Source: an optimization exercise on an open RTL-to-GDS flow (aim: a short achievable clock period and few clock cycles). Production flows keep margins and buffers that such runs may drop.
In this exercise RTL edits were held to simulation tests only and were not proved equivalent to the original.
Power figures rest on the tool's default switching activity, not on a simulated workload.

==> flow/design.v (excerpt) <==
module pipelineCore (
    input  wire logic                              clk,
    input  wire logic                              rstN,
    output logic      [corePkg::dataWidth-1:0]     fetchAddr,
    input  wire isaPkg::instrWordT                 fetchInstr,
    output logic                                   wbEnable,
    output logic      [corePkg::regAddrWidth-1:0]  wbDest,
    output logic      [corePkg::dataWidth-1:0]     wbData
);
    logic [corePkg::regAddrWidth-1:0]  wbDestInt;
    logic [corePkg::dataWidth-1:0]     wbDataInt;
    localparam int W = corePkg::dataWidth;
    logic                              dValid, dPredTaken;
    logic [31:0]                       dInstr;
    logic [W-1:0]                      dPc;
    logic [W-1:2]                      dTarget;
    logic                              redirectE, redirectD;
    logic [W-1:0]                      targetE, targetD;
    logic                              dirWrite, dirTaken;
    logic [11:2]                       dirPc;
    logic                              eValid, eRegWrite, eMemWrite;
    logic                              eIsBeqz, eIsBltz, eIsJ;
    logic                              ePredTaken;
    logic [corePkg::regAddrWidth-1:0]  eDest;
    corePkg::aluCtlT                   eAluCtl;
    logic [W-1:0]                      eOpA, eOpB, eOpC;
  ...
For scale: about 11,000 cells after synthesis, roughly 4,000 flip-flops, ~100 I/O pins.
==> flow/config.mk <==
export PLATFORM = sky130hd
export DESIGN_NAME = pipelineCore
export DESIGN_NICKNAME = pipelineCore
export VERILOG_FILES = /design/flow/design.v
export SDC_FILE = /design/flow/constraint.sdc
export NUM_CORES = 8
export LEC_CHECK = 0
export ABC_CLOCK_PERIOD_IN_PS = 2500
export CAP_MARGIN = 60
export CORE_MARGIN = 2
export CORE_UTILIZATION = 45
export SLEW_MARGIN = 60
==> flow/constraint.sdc <==
create_clock -name core_clock -period 10.0 [get_ports {clk}]
set_input_delay 2.0000 -clock core_clock [delete_from_list [all_inputs] [get_ports {clk}]]
set_output_delay 2.0000 -clock core_clock [all_outputs]
set_load 0.01 [all_outputs]
standard.sh (not shown) runs the stock make flow with config.mk's settings and CLKGATE_MAP_FILE= SYNTH_SCRIPT=/design/flow/synth_recipe.tcl, a recipe that flattens the netlist after the stock synthesis.
==> flow/flow/run.sh <==
#!/bin/bash
set -o pipefail
BASE="sky130_fd_sc_hd__probe_p_8 sky130_fd_sc_hd__probec_p_8 sky130_fd_sc_hd__lpflow_bleeder_1 sky130_fd_sc_hd__lpflow_clkbufkapwr_1 sky130_fd_sc_hd__lpflow_clkbufkapwr_16 sky130_fd_sc_hd__lpflow_clkbufkapwr_2 sky130_fd_sc_hd__lpflow_clkbufkapwr_4 sky130_fd_sc_hd__lpflow_clkbufkapwr_8 sky130_fd_sc_hd__lpflow_clkinvkapwr_1 sky130_fd_sc_hd__lpflow_clkinvkapwr_16 sky130_fd_sc_hd__lpflow_clkinvkapwr_2 sky130_fd_sc_hd__lpflow_clkinvkapwr_4 sky130_fd_sc_hd__lpflow_clkinvkapwr_8 sky130_fd_sc_hd__lpflow_decapkapwr_12 sky130_fd_sc_hd__lpflow_decapkapwr_3 sky130_fd_sc_hd__lpflow_decapkapwr_4 sky130_fd_sc_hd__lpflow_decapkapwr_6 sky130_fd_sc_hd__lpflow_decapkapwr_8 sky130_fd_sc_hd__lpflow_inputiso0n_1 sky130_fd_sc_hd__lpflow_inputiso0p_1 sky130_fd_sc_hd__lpflow_inputiso1n_1 sky130_fd_sc_hd__lpflow_inputiso1p_1 sky130_fd_sc_hd__lpflow_inputisolatch_1 sky130_fd_sc_hd__lpflow_isobufsrc_1 sky130_fd_sc_hd__lpflow_isobufsrc_16 sky130_fd_sc_hd__lpflow_isobufsrc_2 sky130_fd_sc_hd__lpflow_isobufsrc_4 sky130_fd_sc_hd__lpflow_isobufsrc_8 sky130_fd_sc_hd__lpflow_isobufsrckapwr_16 sky130_fd_sc_hd__lpflow_lsbuf_lh_hl_isowell_tap_1 sky130_fd_sc_hd__lpflow_lsbuf_lh_hl_isowell_tap_2 sky130_fd_sc_hd__lpflow_lsbuf_lh_hl_isowell_tap_4 sky130_fd_sc_hd__lpflow_lsbuf_lh_isowell_4 sky130_fd_sc_hd__lpflow_lsbuf_lh_isowell_tap_1 sky130_fd_sc_hd__lpflow_lsbuf_lh_isowell_tap_2 sky130_fd_sc_hd__lpflow_lsbuf_lh_isowell_tap_4"
SLOW="sky130_fd_sc_hd__nor4_* sky130_fd_sc_hd__nor4b_* sky130_fd_sc_hd__nor4bb_* sky130_fd_sc_hd__or4_* sky130_fd_sc_hd__or4b_* sky130_fd_sc_hd__or4bb_* sky130_fd_sc_hd__o41a_* sky130_fd_sc_hd__o41ai_* sky130_fd_sc_hd__a2111o_* sky130_fd_sc_hd__a2111oi_* sky130_fd_sc_hd__xor3_* sky130_fd_sc_hd__xnor3_* sky130_fd_sc_hd__o32a_* sky130_fd_sc_hd__o32ai_* sky130_fd_sc_hd__o311a_* sky130_fd_sc_hd__o311ai_* sky130_fd_sc_hd__o2111a_* sky130_fd_sc_hd__o2111ai_* sky130_fd_sc_hd__dlygate* sky130_fd_sc_hd__dlymetal* sky130_fd_sc_hd__clkdlybuf* sky130_fd_sc_hd__fa_* sky130_fd_sc_hd__ha_* sky130_fd_sc_hd__nor3_* sky130_fd_sc_hd__or3_* sky130_fd_sc_hd__a222oi_* sky130_fd_sc_hd__nor3b_* sky130_fd_sc_hd__or3b_* sky130_fd_sc_hd__a311o_* sky130_fd_sc_hd__a311oi_* sky130_fd_sc_hd__o221ai_* sky130_fd_sc_hd__o221a_* sky130_fd_sc_hd__maj3_*"
bash standard.sh SETUP_SLACK_MARGIN=6.3 "DONT_USE_CELLS=$BASE $SLOW" finish > standard.log 2>&1
Testbench counts at the start, summed over its fixed seeds: cycles 61,134.
Change:
==> flow/flow/run.sh (replaced) <==
#!/bin/bash
set -o pipefail
BASE="sky130_fd_sc_hd__probe_p_8 sky130_fd_sc_hd__probec_p_8 sky130_fd_sc_hd__lpflow_bleeder_1 sky130_fd_sc_hd__lpflow_clkbufkapwr_1 sky130_fd_sc_hd__lpflow_clkbufkapwr_16 sky130_fd_sc_hd__lpflow_clkbufkapwr_2 sky130_fd_sc_hd__lpflow_clkbufkapwr_4 sky130_fd_sc_hd__lpflow_clkbufkapwr_8 sky130_fd_sc_hd__lpflow_clkinvkapwr_1 sky130_fd_sc_hd__lpflow_clkinvkapwr_16 sky130_fd_sc_hd__lpflow_clkinvkapwr_2 sky130_fd_sc_hd__lpflow_clkinvkapwr_4 sky130_fd_sc_hd__lpflow_clkinvkapwr_8 sky130_fd_sc_hd__lpflow_decapkapwr_12 sky130_fd_sc_hd__lpflow_decapkapwr_3 sky130_fd_sc_hd__lpflow_decapkapwr_4 sky130_fd_sc_hd__lpflow_decapkapwr_6 sky130_fd_sc_hd__lpflow_decapkapwr_8 sky130_fd_sc_hd__lpflow_inputiso0n_1 sky130_fd_sc_hd__lpflow_inputiso0p_1 sky130_fd_sc_hd__lpflow_inputiso1n_1 sky130_fd_sc_hd__lpflow_inputiso1p_1 sky130_fd_sc_hd__lpflow_inputisolatch_1 sky130_fd_sc_hd__lpflow_isobufsrc_1 sky130_fd_sc_hd__lpflow_isobufsrc_16 sky130_fd_sc_hd__lpflow_isobufsrc_2 sky130_fd_sc_hd__lpflow_isobufsrc_4 sky130_fd_sc_hd__lpflow_isobufsrc_8 sky130_fd_sc_hd__lpflow_isobufsrckapwr_16 sky130_fd_sc_hd__lpflow_lsbuf_lh_hl_isowell_tap_1 sky130_fd_sc_hd__lpflow_lsbuf_lh_hl_isowell_tap_2 sky130_fd_sc_hd__lpflow_lsbuf_lh_hl_isowell_tap_4 sky130_fd_sc_hd__lpflow_lsbuf_lh_isowell_4 sky130_fd_sc_hd__lpflow_lsbuf_lh_isowell_tap_1 sky130_fd_sc_hd__lpflow_lsbuf_lh_isowell_tap_2 sky130_fd_sc_hd__lpflow_lsbuf_lh_isowell_tap_4"
SLOW="sky130_fd_sc_hd__nor4_* sky130_fd_sc_hd__nor4b_* sky130_fd_sc_hd__nor4bb_* sky130_fd_sc_hd__or4_* sky130_fd_sc_hd__or4b_* sky130_fd_sc_hd__or4bb_* sky130_fd_sc_hd__o41a_* sky130_fd_sc_hd__o41ai_* sky130_fd_sc_hd__a2111o_* sky130_fd_sc_hd__a2111oi_* sky130_fd_sc_hd__xor3_* sky130_fd_sc_hd__xnor3_* sky130_fd_sc_hd__o32a_* sky130_fd_sc_hd__o32ai_* sky130_fd_sc_hd__o311a_* sky130_fd_sc_hd__o311ai_* sky130_fd_sc_hd__o2111a_* sky130_fd_sc_hd__o2111ai_* sky130_fd_sc_hd__dlygate* sky130_fd_sc_hd__dlymetal* sky130_fd_sc_hd__clkdlybuf* sky130_fd_sc_hd__fa_* sky130_fd_sc_hd__ha_* sky130_fd_sc_hd__nor3_* sky130_fd_sc_hd__or3_* sky130_fd_sc_hd__a222oi_* sky130_fd_sc_hd__nor3b_* sky130_fd_sc_hd__or3b_* sky130_fd_sc_hd__a311o_* sky130_fd_sc_hd__a311oi_* sky130_fd_sc_hd__o221ai_* sky130_fd_sc_hd__o221a_*"
bash standard.sh SETUP_SLACK_MARGIN=6.3 "DONT_USE_CELLS=$BASE $SLOW" finish > standard.log 2>&1
What happened:
- final area went up by 0.53%
- maximum frequency hardly moves
- wire length goes up by 1.3%
- synthesized area is about the same
- via count increases by 1.1%
- core utilization rises by 0.21 points
- hold slack is better by 0.066 ns
- cell count grows by 0.92%
- clock-buffer cell count climbs by 23
- power barely changes

what the ideal ports hide:
The flow's constraints put no driver on any port. The routed layouts listed below were extracted and timed again, unchanged, in two steps. Step 1 (the two cells are an assumption about what drives the block):
set clk [get_ports {clk}]
set_driving_cell -lib_cell sky130_fd_sc_hd__clkbuf_16 $clk
set_driving_cell -lib_cell sky130_fd_sc_hd__buf_2 [delete_from_list [all_inputs] $clk]
Step 2 also shifts input and output timing later by t, the mid clock arrival at the registers, as if the neighbouring blocks saw the same clock. Three values: ideal ports, drivers, drivers and shift; two values: the first two.
run | t, ns | setup slack, ns | worst data-port slew with drivers (ns) | cell pins on the clock port's net
the first run | 1.137 | 5.773 / 5.773 / 5.032 | 0.12 | 1
the second run | 1.143 | 5.765 / 5.765 / 4.725 | 0.13 | 1
After both steps setup and hold are still met in every run listed. For the second run, which loses most, drivers alone change the setup slack by 0.000 ns; drivers and shift together by -1.040 ns.
